Context: an optimization exercise on an open-source flow, tuned for small area and a short achievable clock period. The choices shown serve that exercise and are no tape-out recipe.
RTL that was checked went through simulation tests only; none was proved equivalent to the original.
Only the layout flow was run in run 4; the RTL was not checked for function there.
Power and IR drop assume default switching activity.

### design/flow/flow/run.sh
#!/bin/bash
# Standard ORFS layout with smaller port buffers (buf_1) and a clock tree without dummy loads.
export BUFFER_PORTS_ARGS="-buffer_cell sky130_fd_sc_hd__buf_1"
export CTS_ARGS="-sink_clustering_enable -repair_clock_nets -dont_use_dummy_load -sink_clustering_size 30 -sink_clustering_max_diameter 60 -buf_list {sky130_fd_sc_hd__clkbuf_8 sky130_fd_sc_hd__clkbuf_16}"
bash standard.sh > standard.log 2>&1
### design/flow/standard.sh
#!/bin/bash
# synth_recipe.tcl (not shown) runs the flow's synth.tcl, then flattens the netlist and writes it again
# the make line also repeats each setting of config.mk as NAME=value (left out here)
make -C /OpenROAD-flow-scripts/flow DESIGN_CONFIG=/design/flow/config.mk WORK_HOME=/design/flow/orfs CLKGATE_MAP_FILE= SYNTH_SCRIPT=/design/flow/synth_recipe.tcl "${@:-finish}"
### design/flow/config.mk
export PLATFORM = sky130hd
export DESIGN_NAME = branch_predictor
export DESIGN_NICKNAME = branch_predictor
export VERILOG_FILES = /design/flow/design.v
export SDC_FILE = /design/flow/constraint.sdc
export NUM_CORES = 4
export LEC_CHECK = 0
export CAP_MARGIN = 20
export CORE_MARGIN = 2
export CORE_UTILIZATION = 60
export CTS_BUF_LIST = sky130_fd_sc_hd__clkbuf_8 sky130_fd_sc_hd__clkbuf_16
export CTS_CLUSTER_DIAMETER = 60
export CTS_CLUSTER_SIZE = 30
export SETUP_SLACK_MARGIN = 1.7
export SLEW_MARGIN = 20
export SYNTH_HIERARCHICAL = 1
export TNS_END_PERCENT = 35
### design/flow/constraint.sdc
create_clock -name core_clock -period 6.5 [get_ports {clk}]
set_input_delay 1.3000 -clock core_clock [delete_from_list [all_inputs] [get_ports {clk}]]
set_output_delay 1.3000 -clock core_clock [all_outputs]
set_load 0.01 [all_outputs]
### design/flow/design.v
module branch_predictor #(
    parameter int ENTRIES = 16,
    parameter int TAG_W   = 10
) (
    input  logic        clk,
    input  logic        rst_n,
    input  logic        f_valid,
    input  logic [63:0] f_pc,
    output logic        pred_taken,
    output logic [63:0] pred_target,
    input  logic        u_valid,
    input  logic        u_is_branch,
    input  logic [63:0] u_pc,
    input  logic        u_taken,
    input  logic [63:0] u_target,
    input  logic        u_pred_taken,
    input  logic [63:0] u_pred_target,
    output logic        mispredict,
    output logic [63:0] redirect_pc,
    output logic [31:0] branch_count,
    output logic [31:0] mispredict_count
);
    localparam int IDX_W = $clog2(ENTRIES);
    logic             tbl_valid  [ENTRIES];
    logic [TAG_W-1:0] tbl_tag    [ENTRIES];
    logic [63:0]      tbl_target [ENTRIES];
    logic [1:0]       tbl_ctr    [ENTRIES];
    logic [IDX_W-1:0] f_idx;
    logic [TAG_W-1:0] f_tag;
    logic [IDX_W-1:0] u_idx;
    logic [TAG_W-1:0] u_tag;
    logic             u_hit;
    logic             upd_en;
    logic             mis_cond;
    assign f_idx = f_pc[IDX_W+1:2];
    assign f_tag = f_pc[IDX_W+2 +: TAG_W];
    assign u_idx = u_pc[IDX_W+1:2];
    assign u_tag = u_pc[IDX_W+2 +: TAG_W];
    logic [ENTRIES*TAG_W-1:0] tag_flat;
    logic [ENTRIES*64-1:0]    tgt_flat;
    logic [ENTRIES-1:0]       taken_bit;
    for (genvar g = 0; g < ENTRIES; g++) begin : g_flat
        assign tag_flat[g*TAG_W +: TAG_W] = tbl_tag[g];
        assign tgt_flat[g*64 +: 64]       = tbl_target[g];
        assign taken_bit[g]               = tbl_valid[g] && tbl_ctr[g][1];
    end
    branch_predictor_lookup #(.ENTRIES(ENTRIES), .TAG_W(TAG_W)) u_lookup (
        .f_valid    (f_valid),
        .f_pc       (f_pc),
        .tag_flat   (tag_flat),
        .tgt_flat   (tgt_flat),
        .taken_bit  (taken_bit),
        .pred_taken (pred_taken),
        .pred_target(pred_target)
    );
    always_comb begin
        upd_en   = u_valid && u_is_branch;
        u_hit    = tbl_valid[u_idx] && (tbl_tag[u_idx] == u_tag);
        mis_cond = upd_en && ((u_taken != u_pred_taken) ||
                              (u_taken && (u_target != u_pred_target)));
    end
    always_ff @(posedge clk or negedge rst_n) begin
        if (!rst_n) begin
            for (int i = 0; i < ENTRIES; i++) begin
                tbl_valid[i] <= 1'b0;
                tbl_ctr[i]   <= 2'b01;
            end
        end else if (upd_en) begin
            if (u_hit) begin
                if (u_taken && tbl_ctr[u_idx] != 2'b11)
                    tbl_ctr[u_idx] <= tbl_ctr[u_idx] + 2'd1;
                else if (!u_taken && tbl_ctr[u_idx] != 2'b00)
                    tbl_ctr[u_idx] <= tbl_ctr[u_idx] - 2'd1;
            end else if (u_taken) begin
                tbl_valid[u_idx] <= 1'b1;
                tbl_ctr[u_idx]   <= 2'b10;
            end
        end
    end
    always_ff @(posedge clk) begin
        if (upd_en && u_taken) begin
            tbl_tag[u_idx]    <= u_tag;
            tbl_target[u_idx] <= u_target;
        end
    end
    logic [32:0] bc_inc, mc_inc;
    assign bc_inc = {1'b0, branch_count} + 33'd1;
    assign mc_inc = {1'b0, mispredict_count} + 33'd1;
    always_ff @(posedge clk or negedge rst_n) begin
        if (!rst_n) begin
            mispredict       <= 1'b0;
            redirect_pc      <= 64'd0;
            branch_count     <= 32'd0;
            mispredict_count <= 32'd0;
        end else begin
            mispredict <= mis_cond;
            if (upd_en) begin
                redirect_pc <= u_taken ? u_target : u_pc + 64'd4;
                if (!bc_inc[32])
                    branch_count <= bc_inc[31:0];
            end
            if (mis_cond && !mc_inc[32])
                mispredict_count <= mc_inc[31:0];
        end
    end
endmodule
module branch_predictor_lookup #(
    parameter int ENTRIES = 16,
    parameter int TAG_W   = 10
) (
    input  logic                     f_valid,
    input  logic [63:0]              f_pc,
    input  logic [ENTRIES*TAG_W-1:0] tag_flat,
    input  logic [ENTRIES*64-1:0]    tgt_flat,
    input  logic [ENTRIES-1:0]       taken_bit,
    output logic                     pred_taken,
    output logic [63:0]              pred_target
);
    localparam int IDX_W = $clog2(ENTRIES);
    logic [IDX_W-1:0]   f_idx;
    logic [TAG_W-1:0]   f_tag;
    logic [ENTRIES-1:0] f_dec;
    logic [ENTRIES-1:0] f_match;
    logic [63:0]        f_tgt;
    logic [63:0]        f_inc;
    assign f_idx = f_pc[IDX_W+1:2];
    assign f_tag = f_pc[IDX_W+2 +: TAG_W];
    for (genvar g = 0; g < ENTRIES; g++) begin : g_fsel
        assign f_dec[g]   = (f_idx == g);
        assign f_match[g] = taken_bit[g] && (tag_flat[g*TAG_W +: TAG_W] == f_tag);
    end
    always_comb begin
        f_tgt = '0;
        for (int i = 0; i < ENTRIES; i++)
            f_tgt = f_tgt | ({64{f_dec[i]}} & tgt_flat[i*64 +: 64]);
        f_inc       = {f_pc[63:2] + 62'd1, f_pc[1:0]};
        pred_taken  = f_valid && |(f_dec & f_match);
        pred_target = pred_taken ? f_tgt : f_inc;
    end
endmodule
==> key figures, run 1 <==
Pwr
  • Net Sw Power: 3950 µW
  • Total Power: 16,600 µW
  • Power Density: about 260 mW/mm²
  • Internal Power: roughly 13,000 µW
  • Leakage: between 0.02 and 0.025 µW
  • Switching Share: 0.237
  • Sequential Power Share: 0.590
  • VDD IR max: roughly 0.00020 V
  • Logic pwr share: 0.097
  • Clock Power Share: 0.314

Worst setup path
  • WP data required: 5.20 ns
  • Start point of the critical path: f_pc[10]
  • Reg-to-Reg Start: tbl_tag[10][2]
  • CP Capture Type: output port
  • CP max FO: 9
  • Crit path kind: in2out
  • Worst setup endpoint: pred_target[23]
  • CP Launch Type: primary input
  • Worst R2R End: tbl_ctr[8][1]
  • R2R depth: 8
  • R2R Setup Slk: approximately 2.7 ns
  • CP Data Arrival Time: 3.62 ns

Timing
  • Tmin final: approximately 5 ns
  • Hold Vio Cnt, Final: 0
  • Fin crit share: 0.756
  • Fmax: slightly above 200 MHz
  • Worst setup margin: 1.58 ns
  • RSZ-0062 raised after global routing: yes
  • Count of pins over their slew limit: 0
  • Worst-Margin Slew: between 1 and 1.5 ns
  • Final Skew: ~0.075 ns
  • Setup TNS: 0 ns
  • # setup viols final: 0
  • Worst Hold Slack: roughly 0.49 ns
  • Worst slew margin: 0.174

Logic synthesis
  • Yosys cell types: 77
  • Synthesized area per cell: approximately 15 µm²
  • Mapped Cells: about 3,700
  • Synth Register Bits: between 1,000 and 1,500
  • Top_reg_cell synth: edfxtp_1
  • Syn nets: about 4,000
  • Register area share after synthesis: 0.698
  • Number of flops mapped to enable cells by yosys: roughly 1,200
  • Post-Syn Area: approximately 0.057 mm²
  • Post-synth ARST share: 0.130
  • Yosys warns: 10

Clocking
  • Hold-fix buffers, CTS: 0
  • CTS Buf Count: 92
  • Worst-path clk slew: 0.04 ns
  • Root buf cell: clkbuf_16
  • CTS tree: done
  • Clock latency (worst-skew pair): approximately 0.7 ns
  • Htree depth: 3
  • Clk sinks: ~1,400
  • Clock Path Buffers: 3

Place
  • Place WS: around 0.60 ns
  • Quantity of I/O buffers inserted on ports: about 460
  • Placer Congestion: roughly 1.0
  • DP HPWL: between 100 and 150 mm

Routing
  • Routed WL: 201 mm
  • Detailed Routing Iterations Pass 1: 6
  • DR DRC count: 0
  • Initial DRC Count: roughly 6,000
  • Vias: 39,260
  • Drt wl/cell: between 30 and 40 µm
  • Antenna Nets Post-Route: 0
  • Via-per-instance ratio: between 7 and 8

Floorplan
  • Core footprint: about 0.095 mm²
  • # IOs: between 400 and 500
  • Die area: 0.0981 mm²
  • Initial core utilization: 0.605
  • Die Y: 313 µm
  • Num rows: approximately 110
  • Die W: 313 µm

Global routing
  • Grt total ovfl: 0
  • Total global-route track usage: 0.405
  • Largest net degree at the start of global routing: 178
  • First-pass GRT wire length: ~280 mm
  • Vias in the first global route: 38,121
  • Initial antenna violation count: 11

Flow run
  • Max cap viols: 0

Layout
  • Final nets: 4,561
  • Area grow syn2layout: 13.6%
  • Final core occ: 0.687
  • Layout cell share with drive strength beyond 1: 0.150

Outcome
  • Outcome: finished clean

Hold path
  • Hold Crit Class: reg2reg
how the worst min path moves through the flow:
stage | start | to | slack (ns) | depth (start not counted)
after floorplan | tbl_valid[2] | tbl_valid[2] | 0.45 | 1
after global placement | redirect_pc[41] | redirect_pc[41] | 0.46 | 2
after detailed placement | redirect_pc[38] | redirect_pc[38] | 0.47 | 2
after CTS | redirect_pc[21] | redirect_pc[21] | 0.49 | 2
after global routing | mispredict_count[15] | mispredict_count[15] | 0.51 | 1
final | redirect_pc[21] | redirect_pc[21] | 0.49 | 2
Yosys cell counts, types with 4 or more instances:
master	instances	share of area
edfxtp_1	1184	0.62
xnor2_1	309	0.047
a22oi_1	274	0.036
nand4_1	162	0.018
dfrtp_1	161	0.070
nor2_1	140	0.0092
nand2_1	135	0.0088
a22o_1	133	0.020
a221oi_1	129	0.020
nand3_1	121	0.011
xor2_1	96	0.015
mux2i_1	71	0.012
clkbuf_1	70	0.0046
nor3_1	63	0.0055
buf_1	61	0.0040
o21ai_0	59	0.0051
and3_1	50	0.0055
a21oi_1	49	0.0043
buf_2	49	0.0043
mux2_2	44	0.0086
mux4_2	39	0.015
and4_1	31	0.0047
inv_1	31	0.0020
and2_1	30	0.0033
nor4_1	30	0.0033
buf_6	21	0.0041
mux2_4	17	0.0045
dfstp_2	16	0.0073
o21bai_1	16	0.0021
buf_4	13	0.0017
nor4_4	12	0.0045
o22ai_1	12	0.0013
ha_1	10	0.0022
and3b_1	8	0.0012
nor4_2	6	0.0013
nand2b_1	4	0.00044
nor2b_1	4	0.00044
cell families (layout without fill, tap and decap cells):
| kind of cell | Yosys count | count (layout) | synth area share |
|---|---|---|---|
| simple gates | 827 | 835 | 0.0819 |
| buf+inv | 252 | 804 | 0.0223 |
| compound gates | 699 | 699 | 0.0932 |
| xor+xnor | 405 | 405 | 0.0619 |
| other cells | 0 | 5 | 0 |
| flops | 1361 | 1361 | 0.698 |
| fa+ha+maj | 10 | 10 | 0.00218 |
| mux | 172 | 172 | 0.0410 |
sequential cells by signal (all words and copies together), names as in the netlist:
| register | count |
|---|---|
| tbl_ctr | 32 |
| branch_count | 32 |
| tbl_valid | 16 |
| tbl_tag | 160 |
| tbl_target | 1024 |
| mispredict_count | 32 |
| mispredict | 1 |
| redirect_pc | 64 |
critical path, cell delays in order:
cell     delay [ns]
buf_2          0.18
buf_4          0.26
xnor2_1        0.15
nand4_1        0.20
nor3_2         0.29
nor4_2         0.09
a41oi_4        0.24
buf_12         0.21
buf_16         0.18
mux2_4         0.31
buf_1          0.13
power by group through the flow:
stage,clock (µW),combinational (µW),sequential (µW)
6_report,5220,1610,9820
5_1_grt,5490,1680,9830
4_1_cts,5210,1560,9810
3_5_place_dp,0,1490,10000
3_3_place_gp,0,1470,9990
2_1_floorplan,0,663,10000
metal layers:
| layer | track usage | wire length, µm | share of wire | vias up |
|---|---|---|---|---|
| met4 | 0.161 | 9260 | 0.046 | 6 |
| met3 | 0.112 | 28400 | 0.14 | 424 |
| li1 | - | - | - | 15811 |
| met5 | 0 | 38 | 0.00019 | - |
| met2 | 0.619 | 89900 | 0.45 | 3262 |
| met1 | 0.558 | 73200 | 0.36 | 19757 |
layout make-up:
cell class | instances | area (µm²)
timing repair buffer | 680 | 4370
fill | 6480 | 29700
inverter | 32 | 130
clock buffer | 92 | 2300
sequential | 1361 | 40000
tap | 1265 | 1580
antenna | 5 | 12.5
multi-input combinational | 2121 | 16800
layout by cell type (no fill, tap or decap), types with 22 or more instances in the layout:
master,n
edfxtp_1,1184
buf_12,39
buf_1,395
nand3_1,121
nand4_1,162
and3_1,46
nand2_1,134
nor2_2,22
buf_6,36
clkbuf_16,93
inv_1,29
xnor2_1,304
a22o_1,133
nor3_1,49
a22oi_1,274
dfrtp_1,161
mux2_2,40
a221oi_1,118
mux2i_1,67
buf_4,151
o21ai_0,59
mux4_2,39
and4_1,29
a21oi_1,49
and2_1,30
buf_2,30
xor2_1,96
nor4_1,25
nor2_1,99
metrics by stage:
stage          std cells  cell area [µm²]
4_1_cts             5547            65000
6_report            5556            65200
5_1_grt             5552            65100
3_5_place_dp        5391            61300
2_1_floorplan       3726            57400
3_3_place_gp        5391            61300
what timing repair did:
action | in CTS | in global routing
setup buffers | 50 | 2
cloned | 14 | 1
gates resized for setup | 203 | 24
pin swaps | 25 | 4
endpoints found under the setup margin | 65 | 88
==> inputs of run 2 (changes only) <==
--- a/design/flow/config.mk
+++ b/design/flow/config.mk
@@ -7,7 +7,7 @@
 export LEC_CHECK = 0
 export CAP_MARGIN = 20
 export CORE_MARGIN = 2
-export CORE_UTILIZATION = 60
+export CORE_UTILIZATION = 62
 export CTS_BUF_LIST = sky130_fd_sc_hd__clkbuf_8 sky130_fd_sc_hd__clkbuf_16
 export CTS_CLUSTER_DIAMETER = 60
 export CTS_CLUSTER_SIZE = 30
==> run 2 against run 1 <==
Clock skew decreased by 0.021 ns. Setup slack worse by 0.15 ns. Die area is 3.2% lower. Total power grew 0.17%. Non-clock buffer count increased by 6. Cell count down 1.3%. Critical path type unchanged. Critical path depth grew 4. Still clean on timing, DRC and antenna. Critical endpoint is now pred_target[53].
==> key figures, run 2 <==
Outcome
  • Outcome: finished clean

Clocking
  • CTS tree: done
  • Clock Path Buffers: 3
  • Clk sinks: between 1,000 and 1,500
  • CTS Buf Count: 93
  • Worst-path clk slew: roughly 0.06 ns
  • Clock latency (worst-skew pair): approximately 0.70 ns
  • Htree depth: 3
  • Root buf cell: clkbuf_16

Timing
  • Tmin final: 5.06 ns
  • # setup viols final: 0
  • Worst slew margin: 0.254
  • RSZ-0062 raised after global routing: yes
  • Worst-Margin Slew: 1.12 ns
  • Final Skew: about 0.054 ns
  • Fin crit share: 0.779
  • Worst setup margin: around 1.4 ns
  • Fmax: a little under 200 MHz
  • Count of pins over their slew limit: 0
  • Hold Vio Cnt, Final: 0
  • Setup TNS: 0 ns

Place
  • Placer Congestion: a little under 1
  • Place WS: 0.820 ns
  • Quantity of I/O buffers inserted on ports: around 460
  • DP HPWL: between 100 and 150 mm

Layout
  • Layout cell share with drive strength beyond 1: 0.149
  • Commonest non-fill, non-tap cell in the layout: edfxtp_1
  • Commonest non-fill, non-tap cells in the layout: edfxtp_1, buf_1, xnor2_1, a22oi_1, nand4_1
  • Area grow syn2layout: 14.5%
  • Max FFs per register: 1,024
  • Most flops, register: tbl_target
  • Final nets: 4,562
  • Largest regs: tbl_target: 1024 flops, tbl_tag: 160 flops, redirect_pc: 64 flops

Logic synthesis
  • Synth Register Bits: around 1,400
  • Most frequent cell after synthesis: edfxtp_1
  • Synth top area share: 0.620
  • Register area share after synthesis: 0.698
  • Post-Syn Area: around 0.057 mm²
  • Synth top cells by count: edfxtp_1, xnor2_1, a22oi_1, nand4_1, dfrtp_1
  • Synthesized area per cell: between 15 and 20 µm²
  • Top_reg_cell synth: edfxtp_1
  • Yosys cell types: 77
  • Yosys warns: 10
  • Post-synth ARST share: 0.130
  • Number of flops mapped to enable cells by yosys: ~1,200
  • Mapped Cells: between 3,000 and 4,000
  • Largest area contributor in the netlist: edfxtp_1
  • Most area-consuming cells after synthesis: edfxtp_1, dfrtp_1, xnor2_1, a22oi_1, a22o_1
  • Syn nets: roughly 4,000

Worst setup path
  • CP Data Arrival Time: between 3 and 4 ns
  • WP data required: roughly 5.2 ns
  • CP Launch Type: primary input
  • CP Capture Type: output port
  • CP max FO: 7
  • Crit path kind: in2out

Routing
  • Routed WL: around 200 mm
  • Antenna Nets Post-Route: 0
  • DR DRC count: 0
  • Vias: between 30,000 and 40,000
  • Detailed Routing Iterations Pass 1: 8
  • Via-per-instance ratio: 7.18
  • Drt wl/cell: 36.4 µm
  • Initial DRC Count: a little under 6,000

Floorplan
  • Die area: ~0.095 mm²
  • Core footprint: roughly 0.092 mm²
  • Num rows: approximately 110
  • # IOs: 457
  • Die W: a little over 300 µm
  • Initial core utilization: 0.626
  • Die Y: slightly above 300 µm

Global routing
  • Initial antenna violation count: 16
  • Grt total ovfl: 0
  • First-pass GRT wire length: between 200 and 300 mm
  • Largest net degree at the start of global routing: between 90 and 100
  • Total global-route track usage: 0.417
  • Vias in the first global route: about 38,000

Pwr
  • Leakage: between 0.02 and 0.025 µW
  • Power Density: about 250 mW/mm²
  • VDD IR max: ~0.00024 V

Flow run
  • Max cap viols: 0

Hold path
  • Hold Crit Class: reg2reg
[run 2: cell count changes in the layout (fill, tap and decap cells not counted), moves of 9 or more]
| cell | before | now |
|---|---|---|
| xnor2_1 | 304 | 293 |
| xnor2_2 | 5 | 14 |
| mux2i_1 | 67 | 56 |
| buf_16 | 6 | 15 |
| nor2_2 | 22 | 3 |
| nor2_1 | 99 | 119 |
| buf_4 | 151 | 142 |
[run 2: repair_timing]
item / in CTS / in global routing
pin swaps: 35 / 25
hold buffers: 0 / 0
endpoints found under the setup margin: 75 / 94
resized for setup: 198 / 94
hold endpoints to repair: 0 / 0
cloned: 16 / 3
setup buffers: 43 / 11
[run 2: final timing paths]
check | from | end | slack, ns | depth (start not counted)
setup / recovery | f_pc[14] | pred_target[53] | 1.44 | 15
hold / removal | redirect_pc[14] | redirect_pc[14] | 0.48 | 2
setup reg to reg | tbl_tag[11][2] | tbl_ctr[8][1] | 2.86 | 8
hold reg to reg | redirect_pc[14] | redirect_pc[14] | 0.48 | 2
max in group asynchronous | rst_n | redirect_pc[44] | 4.61 | 2
min in group asynchronous | rst_n | redirect_pc[10] | 0.64 | 1
[run 2: where the power goes]
group,leakage [µW],internal [µW],switching [µW]
clock network,0.00115,2520,2760
registers,0.0129,9670,128
logic,0.00741,540,1050
total,0.0214,12700,3940
[run 2: per-layer routing]
layer | GRT usage | up-vias | share of wire
li1 | - | 15834 | -
met1 | 0.536 | 19771 | 0.34
met2 | 0.653 | 3119 | 0.46
met3 | 0.109 | 618 | 0.13
met4 | 0.228 | 16 | 0.065
met5 | 0 | - | 0.00059
[run 2: metrics by stage]
step	utilization	power [µW]	instance area (µm²)	instances	hold WS [ns]
detailed placement	0.667	11400	61100	5307	0.469
finish	0.716	16700	65600	5483	0.480
global placement	0.667	11400	61100	5306	0.461
CTS	0.710	16600	65100	5459	0.482
floorplan	-	10700	57400	3726	0.445
global route	0.716	17000	65600	5477	0.502
[run 2: cell families after synthesis]
kind of cell | synth area share
DFF | 0.698
and+or+nand+nor | 0.0819
buffers and inverters | 0.0223
xor gates and xnor gates | 0.0619
AOI/OAI and AO/OA | 0.0932
adders and majority gates | 0.00218
muxes | 0.0410
[run 2: final cells by class]
class	instances	area [µm²]
sequential	1361	40000
fill	6038	26000
multi-input combinational	2115	16900
timing repair buffer	686	4810
clock buffer	93	2330
tap	1186	1480
inverter	32	133
antenna	10	25.0
[run 2: critical path: stages]
cell and delay, ns:
buf_1 0.08, buf_6 0.15, clkbuf_16 0.18, xnor2_4 0.21
nand4_1 0.27, nor3_2 0.26, nor4_4 0.07, a41oi_4 0.20
buf_12 0.18, buf_12 0.15, buf_12 0.11, buf_12 0.09
buf_16 0.11, mux2i_2 0.20, buf_2 0.16
==> inputs of run 3 (changes only) <==
==> design/flow/flow/run.sh (replaced) <==
#!/bin/bash
# Standard ORFS layout with smaller port buffers (buf_1) and a clock tree without dummy loads.
export BUFFER_PORTS_ARGS="-buffer_cell sky130_fd_sc_hd__buf_1"
export CTS_ARGS="-sink_clustering_enable -repair_clock_nets -dont_use_dummy_load -sink_clustering_size 35 -sink_clustering_max_diameter 60 -buf_list {sky130_fd_sc_hd__clkbuf_8 sky130_fd_sc_hd__clkbuf_16}"
bash standard.sh > standard.log 2>&1
--- a/design/flow/config.mk
+++ b/design/flow/config.mk
@@ -7,10 +7,10 @@
 export LEC_CHECK = 0
 export CAP_MARGIN = 20
 export CORE_MARGIN = 2
-export CORE_UTILIZATION = 62
+export CORE_UTILIZATION = 60
 export CTS_BUF_LIST = sky130_fd_sc_hd__clkbuf_8 sky130_fd_sc_hd__clkbuf_16
 export CTS_CLUSTER_DIAMETER = 60
-export CTS_CLUSTER_SIZE = 30
+export CTS_CLUSTER_SIZE = 35
 export SETUP_SLACK_MARGIN = 1.7
 export SLEW_MARGIN = 20
 export SYNTH_HIERARCHICAL = 1
==> run 3 against run 2 <==
Die area rose by 3.3%. Setup slack gained 0.14 ns. Largest power group unchanged. Critical path depth down 4. Register-to-register slack worse by 0.19 ns. Maximum frequency increased by 2.7%. Critical path type unchanged. Largest cell class unchanged.
==> key figures, run 3 <==
Outcome
  • Outcome: finished clean

Place
  • Placer Congestion: a little over 1
  • Cells after DPL: about 5,400
  • Placed cell area: 0.0613 mm²
  • DP HPWL: approximately 120 mm
  • Quantity of I/O buffers inserted on ports: approximately 460

Logic synthesis
  • XOR/XNOR share of the synthesized area: 0.0619
  • Post-Syn Area: about 0.057 mm²
  • Mapped Cells: 3,726
  • Main combinational cell family by area after synthesis: compound AO/OA/AOI/OAI gates
  • Mux cell area share after synthesis: 0.0410
  • Post-synth ARST share: 0.130
  • Post-Synth Simple-Gate Area: 0.0819
  • Largest area contributor in the netlist: edfxtp_1
  • Most frequent cell after synthesis: edfxtp_1
  • Synth Register Bits: about 1,400
  • Synthesized area per cell: between 15 and 20 µm²
  • Synth top area share: 0.620
  • Yosys cell types: a little under 80
  • Register area share after synthesis: 0.698
  • Syn nets: between 3,000 and 4,000
  • Yosys warns: 10
  • Top_reg_cell synth: edfxtp_1
  • Synth top cells by count: edfxtp_1, xnor2_1, a22oi_1, nand4_1, dfrtp_1
  • Number of flops mapped to enable cells by yosys: ~1,200
  • Most area-consuming cells after synthesis: edfxtp_1, dfrtp_1, xnor2_1, a22oi_1, a22o_1
  • Adder-Cell Fraction of Synth Area: 0.00218
  • Compound-Gate Fraction of Synth Area: 0.0932

Timing
  • Final Skew: between 0.1 and 0.15 ns
  • RSZ-0062 raised after global routing: yes
  • Fmax: 203 MHz
  • Worst slew margin: 0.185
  • Hold Vio Cnt, Final: 0
  • Setup TNS: 0 ns
  • # setup viols final: 0
  • Count of pins over their slew limit: 0
  • Worst-Margin Slew: 1.22 ns
  • Fin crit share: 0.758
  • Tmin final: a little under 5 ns

Routing
  • Via-per-instance ratio: approximately 7.0
  • DR DRC count: 0
  • Detailed Routing Iterations Pass 1: 6
  • Vias: ~39,000
  • Drt wl/cell: roughly 36 µm
  • Routed WL: roughly 200 mm
  • Initial DRC Count: about 6,100
  • Antenna Nets Post-Route: 0

Worst setup path
  • WP data required: 5.20 ns
  • CP Data Arrival Time: roughly 3.6 ns
  • CP Launch Type: primary input
  • CP max FO: 17
  • CP Capture Type: output port
  • Crit path kind: in2out

Global routing
  • First-pass GRT wire length: about 280 mm
  • Vias in the first global route: between 30,000 and 40,000
  • Total global-route track usage: 0.405
  • Grt total ovfl: 0
  • Largest net degree at the start of global routing: between 150 and 200
  • Initial antenna violation count: 14

Pwr
  • VDD IR max: 0.000199 V
  • Leakage: roughly 0.021 µW
  • Power Density: 255 mW/mm²
  • Logic pwr share: 0.097
  • Internal Power: 12,700 µW
  • Net Sw Power: ~4000 µW
  • Clock Power Share: 0.312
  • Sequential Power Share: 0.591
  • Switching Share: 0.237

Clocking
  • Clock latency (worst-skew pair): between 0.7 and 0.8 ns
  • Root buf cell: clkbuf_16
  • Worst-path clk slew: ~0.070 ns
  • Clock Path Buffers: 3
  • Hold-fix buffers, CTS: 0
  • Htree depth: 3
  • CTS Buf Count: 91
  • CTS tree: done
  • Clk sinks: between 1,000 and 1,500

Layout
  • Commonest non-fill, non-tap cell in the layout: edfxtp_1
  • Final nets: between 4,000 and 5,000
  • Multi-input gate area: approximately 0.017 mm²
  • Final non-filler cell total: roughly 5,600
  • Commonest non-fill, non-tap cells in the layout: edfxtp_1, buf_1, xnor2_1, a22oi_1, nand4_1
  • Layout cell share with drive strength beyond 1: 0.150
  • Largest regs: tbl_target: 1024 flops, tbl_tag: 160 flops, redirect_pc: 64 flops
  • Fill cell count: about 6,500
  • Most flops, register: tbl_target
  • Area grow syn2layout: 13.6%
  • Reg area: 0.0400 mm²
  • Max FFs per register: just over 1,000
  • Post-route cell area: 0.0651 mm²

Hold path
  • Hold Crit Class: reg2reg

Floorplan
  • Die area: a little under 0.1 mm²
  • Die W: 313 µm
  • Core footprint: between 0.09 and 0.1 mm²
  • # IOs: 457
  • Die Y: roughly 310 µm
  • Initial core utilization: 0.605
  • Num rows: approximately 110

Flow run
  • Max cap viols: 0
run 3: cell counts after synthesis:
No cell type changed its count.
run 3: worst paths after layout:
path                                         to  cells past startpoint  slack [ns]      startpoint
worst max-delay path            pred_target[23]                     11        1.57        f_pc[15]
worst min-delay path             redirect_pc[1]                      2        0.49  redirect_pc[1]
worst max register to register    tbl_ctr[8][1]                      8        2.67  tbl_tag[10][2]
worst min register to register   redirect_pc[1]                      2        0.49  redirect_pc[1]
max in group asynchronous       redirect_pc[34]                      2        4.86           rst_n
min in group asynchronous        redirect_pc[5]                      2        0.88           rst_n
run 3: final cells by class:
type                       count  area share
sequential                  1361       0.614
multi-input combinational   2121       0.257
timing repair buffer         680      0.0670
clock buffer                  91      0.0350
tap                         1265      0.0243
inverter                      32     0.00200
antenna                        8    0.000307
run 3: power groups by stage:
stage | logic [µW] | registers [µW] | clock network, µW
6_report | 1600 | 9820 | 5190
5_1_grt | 1680 | 9830 | 5450
4_1_cts | 1560 | 9810 | 5180
3_5_place_dp | 1490 | 10000 | 0
3_3_place_gp | 1470 | 9990 | 0
2_1_floorplan | 663 | 10000 | 0
run 3: worst max-delay path, cell delays in order:
cell and delay (ns):
buf_1 0.10, buf_8 0.18, xnor2_1 0.33, nand4_1 0.20
nor3_2 0.28, nor4_2 0.08, a41oi_4 0.23, buf_12 0.21
buf_16 0.18, mux2_4 0.31, buf_1 0.13
run 3: stage by stage:
step,total power [µW],utilization,setup WS [ns],hold slack [ns]
finish,16600,0.687,1.57,0.487
detailed placement,11500,0.646,0.604,0.469
global placement,11500,0.646,0.737,0.464
global route,17000,0.686,1.54,0.508
CTS,16600,0.685,1.62,0.488
floorplan,10700,-,1.58,0.445
run 3: per-layer routing:
layer,up-vias,wire length (µm),global-route usage
li1,15804,-,-
met1,19610,72900,0.553
met2,3221,89100,0.612
met3,435,28900,0.121
met4,10,9460,0.169
met5,-,80,0
run 3: cells by family (layout without fill, tap and decap cells):
logic type,count (synthesis),after routing
compound gates,699,699
xor+xnor,405,405
fa+ha+maj,10,10
buf+inv,252,803
flops,1361,1361
mux,172,172
other cells,0,8
simple gates,827,835
run 3: what timing repair did:
action,4_1_cts,5_1_grt
setup buffers,50,3
endpoints found under the setup margin,65,88
gates resized for setup,204,23
pin swaps,26,4
cloned,14,1
==> inputs of run 4 (changes only) <==
--- a/design/flow/design.v
+++ b/design/flow/design.v
@@ -120,21 +120,23 @@
     logic [IDX_W-1:0]   f_idx;
     logic [TAG_W-1:0]   f_tag;
     logic [ENTRIES-1:0] f_dec;
-    logic [ENTRIES-1:0] f_match;
     logic [63:0]        f_tgt;
     logic [63:0]        f_inc;
     assign f_idx = f_pc[IDX_W+1:2];
     assign f_tag = f_pc[IDX_W+2 +: TAG_W];
+    logic [TAG_W-1:0] f_tag_sel;
     for (genvar g = 0; g < ENTRIES; g++) begin : g_fsel
-        assign f_dec[g]   = (f_idx == g);
-        assign f_match[g] = taken_bit[g] && (tag_flat[g*TAG_W +: TAG_W] == f_tag);
+        assign f_dec[g] = (f_idx == g);
     end
     always_comb begin
-        f_tgt = '0;
-        for (int i = 0; i < ENTRIES; i++)
-            f_tgt = f_tgt | ({64{f_dec[i]}} & tgt_flat[i*64 +: 64]);
+        f_tgt     = '0;
+        f_tag_sel = '0;
+        for (int i = 0; i < ENTRIES; i++) begin
+            f_tgt     = f_tgt     | ({64{f_dec[i]}}    & tgt_flat[i*64 +: 64]);
+            f_tag_sel = f_tag_sel | ({TAG_W{f_dec[i]}} & tag_flat[i*TAG_W +: TAG_W]);
+        end
         f_inc       = {f_pc[63:2] + 62'd1, f_pc[1:0]};
-        pred_taken  = f_valid && |(f_dec & f_match);
+        pred_taken  = f_valid && |(f_dec & taken_bit) && (f_tag_sel == f_tag);
         pred_target = pred_taken ? f_tgt : f_inc;
     end
 endmodule
==> design/flow/flow/run.sh (replaced) <==
#!/bin/bash
# Standard ORFS layout; port buffers use buf_2 instead of the default delay-cell buffer.
export BUFFER_PORTS_ARGS="-buffer_cell sky130_fd_sc_hd__buf_2"
bash standard.sh > standard.log 2>&1
--- a/design/flow/config.mk
+++ b/design/flow/config.mk
@@ -10,8 +10,7 @@
 export CORE_UTILIZATION = 60
 export CTS_BUF_LIST = sky130_fd_sc_hd__clkbuf_8 sky130_fd_sc_hd__clkbuf_16
 export CTS_CLUSTER_DIAMETER = 60
-export CTS_CLUSTER_SIZE = 35
-export SETUP_SLACK_MARGIN = 1.7
+export CTS_CLUSTER_SIZE = 30
+export SETUP_SLACK_MARGIN = 2.5
 export SLEW_MARGIN = 20
 export SYNTH_HIERARCHICAL = 1
-export TNS_END_PERCENT = 35
==> run 4 against run 3 <==
Synthesized area down 1.8%. Sequential power about the same. Still clean. Clock power up about 30%. Combinational power about the same. Clock skew down 0.055 ns. Critical endpoint is now pred_target[40].
==> key figures, run 4 <==
Timing
  • # setup viols final: 0
  • Hold Vio Cnt, Final: 0
  • Fmax: 180 MHz
  • RSZ-0062 raised after global routing: yes
  • Worst setup margin: ~0.95 ns
  • Setup TNS: 0 ns
  • Fin crit share: 0.854
  • Count of pins over their slew limit: 0
  • Tmin final: 5.55 ns
  • Worst slew margin: 0.234
  • Worst Hold Slack: around 0.48 ns
  • Final Skew: between 0.04 and 0.05 ns
  • Worst-Margin Slew: roughly 1.1 ns

Clocking
  • Clock Path Buffers: 3
  • Worst-path clk slew: approximately 0.080 ns
  • Clk sinks: 1,361
  • Htree depth: 3
  • CTS tree: done
  • Root buf cell: clkbuf_16
  • Clock latency (worst-skew pair): a little over 0.7 ns
  • CTS Buf Count: between 90 and 100

Pwr
  • Logic pwr share: 0.087
  • Total Power: approximately 18,000 µW
  • Clock Power Share: 0.373
  • Internal Power: about 13,000 µW
  • Power Density: about 280 mW/mm²
  • VDD IR max: between 0.0002 and 0.00025 V
  • Sequential Power Share: 0.540
  • Switching Share: 0.265
  • Net Sw Power: approximately 4800 µW
  • Leakage: 0.0227 µW

Routing
  • Initial DRC Count: roughly 6,600
  • Detailed Routing Iterations Pass 1: 6
  • DR DRC count: 0
  • Antenna Nets Post-Route: 0
  • Drt wl/cell: about 36 µm
  • Met3 Routed Length: between 20 and 30 mm
  • Routed WL: between 150 and 200 mm
  • Vias: just under 40,000
  • M1 WL: about 71 mm
  • Met2 wire len: a little under 90 mm
  • Top Layer Used: met5
  • Via-per-instance ratio: between 7 and 8

Logic synthesis
  • Synth top area share: 0.631
  • Register area share after synthesis: 0.710
  • Yosys warns: 10
  • Post-Syn Area: 0.0563 mm²
  • Yosys cell types: between 70 and 80
  • Syn nets: approximately 3,900
  • Synth top cells by count: edfxtp_1, a22oi_1, a22o_1, dfrtp_1, nand2_1
  • Mapped Cells: around 3,700
  • Top_reg_cell synth: edfxtp_1
  • Largest area contributor in the netlist: edfxtp_1
  • Number of flops mapped to enable cells by yosys: between 1,000 and 1,500
  • Post-synth ARST share: 0.130
  • Synth Register Bits: ~1,400
  • Most area-consuming cells after synthesis: edfxtp_1, dfrtp_1, a22oi_1, a22o_1, a221oi_1
  • Most frequent cell after synthesis: edfxtp_1
  • Synthesized area per cell: about 15 µm²

Layout
  • Commonest non-fill, non-tap cell in the layout: edfxtp_1
  • Final non-filler cell total: roughly 5,500
  • Layout cell share with drive strength beyond 1: 0.246
  • Commonest non-fill, non-tap cells in the layout: edfxtp_1, buf_2, a22oi_1, a22o_1, dfrtp_1
  • Most flops, register: tbl_target
  • Area grow syn2layout: 16.8%
  • Max FFs per register: 1,024
  • Largest regs: tbl_target: 1024 flops, tbl_tag: 160 flops, redirect_pc: 64 flops
  • Final nets: about 4,400

Global routing
  • Initial antenna violation count: 30
  • Largest net degree at the start of global routing: 144
  • Total global-route track usage: 0.410
  • First-pass GRT wire length: roughly 270 mm
  • Vias in the first global route: about 38,000
  • Grt total ovfl: 0

Place
  • Quantity of I/O buffers inserted on ports: 456
  • Placer Congestion: roughly 0.99
  • Cells after DPL: 5,261
  • Place WS: between 0.4 and 0.5 ns
  • DP HPWL: 117 mm

Floorplan
  • Die Y: 310 µm
  • Initial core utilization: 0.605
  • Num rows: 112
  • Core footprint: between 0.09 and 0.1 mm²
  • # IOs: approximately 460
  • Die area: 0.0964 mm²
  • Die W: 310 µm

Worst setup path
  • Most used cell, CP: buf_12
  • Crit path kind: in2out
  • CP Launch Type: primary input
  • CP Data Arrival Time: 4.25 ns
  • CP Capture Type: output port
  • CP max FO: 6
  • Slowest cell on the critical path: a222oi_1
  • WP data required: around 5.2 ns
  • Crit-path cells: buf_12, inv_12, ha_4, buf_6, buf_4, a222oi_1, nor2_1, o21ai_1, nand2_1, xor2_1, nor4_1, and4b_4, buf_12, buf_12, buf_12, buf_16, mux2i_1, buf_2
  • Slowest cell delay on critical path: 0.34 ns

Flow run
  • Max cap viols: 0

Hold path
  • Hold Crit Class: reg2reg

Outcome
  • Outcome: finished clean
==> run 4: worst paths after layout <==
kind,cells past startpoint,slack [ns],endpoint,startpoint
setup / recovery,18,0.95,pred_target[40],f_pc[3]
hold / removal,2,0.48,redirect_pc[45],redirect_pc[45]
setup reg to reg,8,3.10,tbl_ctr[4][1],tbl_tag[10][2]
hold reg to reg,2,0.48,redirect_pc[45],redirect_pc[45]
max in group asynchronous,2,4.64,redirect_pc[34],rst_n
min in group asynchronous,1,0.49,mispredict_count[29],rst_n
==> run 4: power groups by stage <==
stage	sequential, µW	clock [µW]	combinational [µW]
after floorplan	10000	0	660
after global placement	9980	0	1440
after detailed placement	9990	0	1470
after global routing	9820	7100	1670
after CTS	9790	6780	1540
final	9800	6760	1590
==> run 4: cells by family (layout without fill, tap and decap cells) <==
kind of cell    Yosys count  after routing  synth area share
compound gates          807            808             0.110
xor+xnor                253            253            0.0393
fa+ha+maj                10             10           0.00222
buf+inv                 257            840            0.0198
flops                  1361           1361             0.710
mux                     191            191            0.0444
other cells               0             17                 0
simple gates            781            782            0.0738
==> run 4: routing by layer <==
metal | global-route usage | vias up
met5 | 0 | -
met4 | 0.200 | 18
met3 | 0.114 | 523
met2 | 0.619 | 3257
met1 | 0.554 | 19668
li1 | - | 15691
==> run 4: worst max-delay path, delay by kind of cell <==
family / cells / cell delay [ns]
compound gates: 2 / 0.47
xor+xnor: 1 / 0.17
fa+ha+maj: 1 / 0.20
buf+inv: 9 / 1.13
mux: 1 / 0.20
simple gates: 4 / 0.74
==> run 4: layout make-up <==
type                       instances  area [µm²]
inverter                          35         163
clock buffer                      97        2430
timing repair buffer             624        4480
tap                             1254        1570
fill                            6128       27400
multi-input combinational       2044       15900
sequential                      1361       40000
antenna                           17        42.5
clock inverter                    84        1160
==> run 4: repair_timing <==
| item | in CTS | in global routing |
|---|---|---|
| cloned | 6 | 1 |
| gates resized for setup | 104 | 29 |
| endpoints found under the setup margin | 137 | 127 |
| setup buffers | 45 | 5 |
| endpoints found under the hold margin | 0 | 0 |
| pin swaps | 26 | 10 |
| hold buffers | 0 | 0 |
==> run 4: stage by stage <==
step                      utilization  instance area [µm²]
after floorplan                     -                56800
after global placement          0.653                60800
after detailed placement        0.653                60800
after CTS                       0.703                65500
after global routing            0.706                65800
final                           0.706                65800

port drivers added, routing unchanged:
The flow's constraints put no driver on any port. The routed layouts listed below were extracted and timed again, unchanged, in two steps. Step 1, drivers: a clkbuf_16 drives clk and a buf_2 each remaining input, both assumed. Step 2, shift: input delay + t, output delay - t, t = (earliest + latest rising clock arrival at the registers) / 2. This alone moves slack from input paths to output paths. Slacks: no drivers / after step 1 / after step 2; pairs: no drivers / after step 1.
| run | t, ns | setup slack, ns | worst setup path after step 2 | latest minus earliest clock arrival (ns) |
|---|---|---|---|---|
| run 1 | 0.739 | 1.585 / 1.507 / 0.910 | input to register | 0.108 / 0.108 |
| run 2 | 0.759 | 1.437 / 1.373 / 0.972 | input to register | 0.091 / 0.090 |
| run 3 | 0.744 | 1.572 / 1.501 / 0.878 | input to register | 0.106 / 0.107 |
| run 4 | 0.777 | 0.952 / 0.862 / 0.862 | input to output | 0.049 / 0.048 |
After both steps every run listed still meets setup and hold. The setup slack of run 3, which loses most, moves by -0.071 ns with the drivers and by -0.694 ns with both steps.
